Background: an optimization exercise with open tools, aiming at small area. Do not read the settings as production practice. In this exercise RTL edits were held to simulation tests only and were not proved equivalent to the original. Power and IR drop assume default switching activity.

Setup of v6:
==> flow/design.v (excerpt) <==
module axi4_lite_regfile_slave #(
  parameter int ADDRESS    = 32,
  parameter int DATA_WIDTH = 32,
  parameter int NUM_REGS   = 32
) (
  input  logic                    ACLK,
  input  logic                    ARESETN,
  input  logic [ADDRESS-1:0]      S_AWADDR,
  input  logic                    S_AWVALID,
  output logic                    S_AWREADY,
  input  logic [DATA_WIDTH-1:0]   S_WDATA,
  input  logic [DATA_WIDTH/8-1:0] S_WSTRB,
  input  logic                    S_WVALID,
  output logic                    S_WREADY,
  output logic [1:0]              S_BRESP,
  output logic                    S_BVALID,
  input  logic                    S_BREADY,
  input  logic [ADDRESS-1:0]      S_ARADDR,
  input  logic                    S_ARVALID,
  output logic                    S_ARREADY,
  output logic [DATA_WIDTH-1:0]   S_RDATA,
  output logic [1:0]              S_RRESP,
  output logic                    S_RVALID,
  input  logic                    S_RREADY
);
  localparam int SW    = DATA_WIDTH / 8;
  localparam int OFS   = $clog2(SW);
  localparam int IDX_W = (NUM_REGS > 1) ? $clog2(NUM_REGS) : 1;
  localparam logic [ADDRESS-1:0] NREGS_A = ADDRESS'(NUM_REGS);
  logic st_wa, st_wr, st_rr;           
  logic aw_held, w_held, last_wr;
  logic idle;
  logic                  ok_q;         
  logic [DATA_WIDTH-1:0] wd_q;
  logic [SW-1:0]         ws_q;
  logic [NUM_REGS-1:0]                 valid;
  logic [SW-1:0][NUM_REGS-1:0][7:0]   mem;    
  ...
make LEC_CHECK=0 CAP_MARGIN=20 CORE_MARGIN=2 CORE_UTILIZATION=40 CTS_BUF_LIST='sky130_fd_sc_hd__clkbuf_4 sky130_fd_sc_hd__clkbuf_8' SLEW_MARGIN=20 finish   # period 5.0 ns
run.sh (not shown) runs the stock make flow with config.mk's settings and CLKGATE_MAP_FILE= SYNTH_SCRIPT=/design/flow/synth_recipe.tcl, a recipe that flattens the netlist after the stock synthesis.
What the final checks of v6 revealed, after a flow that finished every stage, was a layout that fails on negative setup slack.
## Diff of input files: v7 against v6
Settings: CTS_BUF_LIST removed (was sky130_fd_sc_hd__clkbuf_4 sky130_fd_sc_hd__clkbuf_8).
Findings:
A startpoint of the most critical setup path of ok_q$_DFFE_PN_ is what v6 shows, while pa_q[0]$_DFF_P_ belongs to v7. Comparing v6 with v7, the total number of multi-input combinational cells came out essentially unchanged. v7 finished end to end and its layout was clean on timing, DRC and antenna. The flow completed for v6, but it is not clean: the layout still shows negative setup slack. Total DRC errors in the routed layout: v6 vs v7 identical. Average wire per cell in the routed design ended up 1.5% higher on v7 than on v6. Diff v7..v6 | area after synthesis | unchanged.

---

## run 1
Another version of the RTL of axi4_lite_regfile_slave (not shown whole).
For scale: ~2600 cells after synthesis, ~32000 sq um of cells after synthesis.
==> flow/config.mk <==
export PLATFORM = sky130hd
export DESIGN_NAME = axi4_lite_regfile_slave
export DESIGN_NICKNAME = axi4_lite_regfile_slave
export VERILOG_FILES = /design/flow/design.v
export SDC_FILE = /design/flow/constraint.sdc
export NUM_CORES = 4
export LEC_CHECK = 0
export CAP_MARGIN = 20
export CORE_MARGIN = 2
export CORE_UTILIZATION = 75
export SLEW_MARGIN = 20
export SYNTH_HIERARCHICAL = 1
==> flow/constraint.sdc <==
create_clock -name core_clock -period 5.0 [get_ports {ACLK}]
set_input_delay 1.0000 -clock core_clock [delete_from_list [all_inputs] [get_ports {ACLK}]]
set_output_delay 1.0000 -clock core_clock [all_outputs]
set_load 0.01 [all_outputs]
standard.sh (not shown) runs the stock make flow with config.mk's settings and CLKGATE_MAP_FILE= SYNTH_SCRIPT=/design/flow/synth_recipe.tcl, a recipe that flattens the netlist after the stock synthesis.
==> flow/flow/run.sh <==
#!/bin/bash
# Standard ORFS layout with two changes: port buffers use buf_1 instead of the default
# delay-buffer cell, and CTS uses clkbuf_8 with larger sink clusters and no dummy loads.
set -euo pipefail
export BUFFER_PORTS_ARGS="-buffer_cell sky130_fd_sc_hd__buf_1"
export CTS_ARGS="-sink_clustering_enable -repair_clock_nets -dont_use_dummy_load -sink_clustering_size 18 -sink_clustering_max_diameter 60 -buf_list sky130_fd_sc_hd__clkbuf_8"
bash standard.sh finish > make.log 2>&1
diff inputs: run 1 => run 2
Settings: CORE_UTILIZATION now 40, was 75.
==> flow/flow/run.sh <==
#!/bin/bash
# Standard ORFS layout with three changes: port buffers use buf_2 instead of the default
# delay-buffer cell, and CTS clusters more sinks per leaf buffer without dummy loads.
set -euo pipefail
export BUFFER_PORTS_ARGS="-buffer_cell sky130_fd_sc_hd__buf_2"
export CTS_ARGS="-sink_clustering_enable -repair_clock_nets -dont_use_dummy_load -sink_clustering_size 20 -sink_clustering_max_diameter 100"
bash standard.sh finish > make.log 2>&1
### Flow results
- Total length of routed wires, run 1 and run 2: larger value in run 2
- Taking run 1 as the reference, in run 2 via count of the first global-routing pass shows a reduction of 2.6%; overall die area shows an increase of about 90%; power share of the clock group went up by 3.7 points.
- Hold slack in run 2 is 82 ps lower than in run 1
- Summary of run 2 over run 1: total inserted antenna cells went down by 2; chip width went up by 36%; post-route minimum period went down by 170 ps.
- Run 2 ran to completion and came out clean on the timing, DRC and antenna checks.
Input changes introduced in run 3 (baseline for comparison: run 2):
Settings: swapping 40 for 75 in CORE_UTILIZATION.
==> flow/flow/run.sh <==
#!/bin/bash
# Standard ORFS layout with three changes: port buffers use buf_1 instead of the default
# delay-buffer cell, and CTS clusters more sinks per leaf buffer without dummy loads.
set -euo pipefail
export BUFFER_PORTS_ARGS="-buffer_cell sky130_fd_sc_hd__buf_1"
export CTS_ARGS="-sink_clustering_enable -repair_clock_nets -dont_use_dummy_load -sink_clustering_size 20 -sink_clustering_max_diameter 100"
bash standard.sh finish > make.log 2>&1
==> comparison <==
- Looking at total number of vias across run 2 and run 3, the one that comes out lower is run 2.
- Compared to run 2, run 3 has final instance area 3.1% lower.
- Re number of flip-flops and latches: no difference whatsoever between run 2 and run 3.
- The routed length on met3 in run 3 sits about 30% above the value recorded for run 2.
- Looking at sequential share of layout area, run 3 sits 2.0 points higher than run 2 does.
- Run 3 gives more via count of the first global-routing pass than run 2 did.
For run 4, these inputs were changed with respect to run 3:
Settings: CORE_UTILIZATION now 60, was 75.
==> comparison <==
- Re flip-flop and latch count: no difference whatsoever between run 3 and run 4.
- End point of the critical path = S_RDATA[13]: run 4; end point of the critical path = S_RDATA[20]: run 3
- Number of maximum-capacitance constraint violations came out exactly the same in run 4 and run 3.
- Static leakage power in run 4 is 0.76% above run 3.
- | post-synthesis cell type count | run 4 vs run 3 | ≈ equal |
- Between run 3 and run 4, the flow reports wire length of the first global-routing pass decreasing slightly.
- Cell total after placement, run 4 vs run 3: up by a few percent
- Sort run 4 and run 3 by growth of design area from synthesis to finish asc -> top: run 3
- The combinational power of run 3 and that of run 4 are within noise of each other.
Setup changes, run 4 to run 5
Settings: CORE_UTILIZATION now 75, was 60.
==> flow/flow/run.sh <==
#!/bin/bash
# Standard ORFS layout with three changes: port buffers use buf_1 instead of the default
# delay-buffer cell, and CTS clusters more sinks per leaf buffer without dummy loads.
set -euo pipefail
export BUFFER_PORTS_ARGS="-buffer_cell sky130_fd_sc_hd__buf_1"
export CTS_ARGS="-sink_clustering_enable -repair_clock_nets -dont_use_dummy_load -sink_clustering_size 18 -sink_clustering_max_diameter 60 -buf_list sky130_fd_sc_hd__clkbuf_8"
bash standard.sh finish > make.log 2>&1
Results
Taking run 4 as the reference, in run 5 clock buffer count rose 17%; sequential share of layout area up 1.7 points; worst setup slack shrank by 180 ps; post-route cell area decreased by 910 sq um relative to the old numbers. Run 5 was carried through to the last stage, and its layout satisfied the timing, DRC and antenna checks.
#### Input delta (run 6 over run 5)
==> flow/flow/run.sh <==
#!/bin/bash
# Standard ORFS layout with three changes: port buffers use buf_1 instead of the default
# delay-buffer cell, and CTS clusters more sinks per leaf buffer without dummy loads.
set -euo pipefail
export BUFFER_PORTS_ARGS="-buffer_cell sky130_fd_sc_hd__buf_1"
export CTS_ARGS="-sink_clustering_enable -repair_clock_nets -dont_use_dummy_load -sink_clustering_size 10 -sink_clustering_max_diameter 40 -buf_list sky130_fd_sc_hd__clkbuf_4"
bash standard.sh finish > make.log 2>&1
[summary]
Layout checks on run 6: not met. Flow itself completed; violations: negative setup slack. In the tables for run 6 and run 5, via count reads lower with run 5. Run 5 → run 6: utilization closely matched the old numbers; first-pass GRT wire length shows an increase of about 0.34%; final RePlAce weighted congestion was more or less identical; power density over the cells moved down; wire length was more or less identical. Run 5 → run 6: leakage power now sits higher, part of the total power dissipated in sequential elements now sits higher.

[re-timing with driven ports]
The flow's constraints put no driver on any port. The routed layouts listed below were extracted and timed again, unchanged, in two steps.
Step 1 sets driving cells, clkbuf_16 on the clock port and buf_2 on the other inputs (assumed; they add their load-dependent delay and slew).
Step 2 times the ports against the registers' clock, not the clock port: input delays grow and output delays shrink by t, the midpoint of the rising clock arrivals with the driver on.
Slacks: ideal ports / drivers / drivers and shift; pairs: ideal ports / drivers.
| run | t (ns) | setup slack, ns | latest minus earliest clock arrival (ns) | worst data-port slew with drivers (ns) |
|---|---|---|---|---|
| v6 | 0.899 | -0.009 / -0.076 / 0.823 | 0.041 / 0.041 | 0.06 |
| v7 | 0.736 | 0.037 / -0.033 / 0.703 | 0.037 / 0.037 | 0.06 |
| run 1 | 0.722 | 0.093 / 0.037 / 0.759 | 0.056 / 0.056 | 0.06 |
| run 2 | 0.701 | 0.265 / 0.196 / 0.897 | 0.045 / 0.045 | 0.06 |
| run 3 | 0.689 | 0.122 / 0.063 / 0.752 | 0.054 / 0.054 | 0.06 |
| run 4 | 0.698 | 0.276 / 0.214 / 0.912 | 0.048 / 0.047 | 0.06 |
| run 5 | 0.722 | 0.093 / 0.037 / 0.759 | 0.056 / 0.056 | 0.06 |
| run 6 | 0.970 | -0.105 / -0.157 / 0.813 | 0.060 / 0.061 | 0.06 |
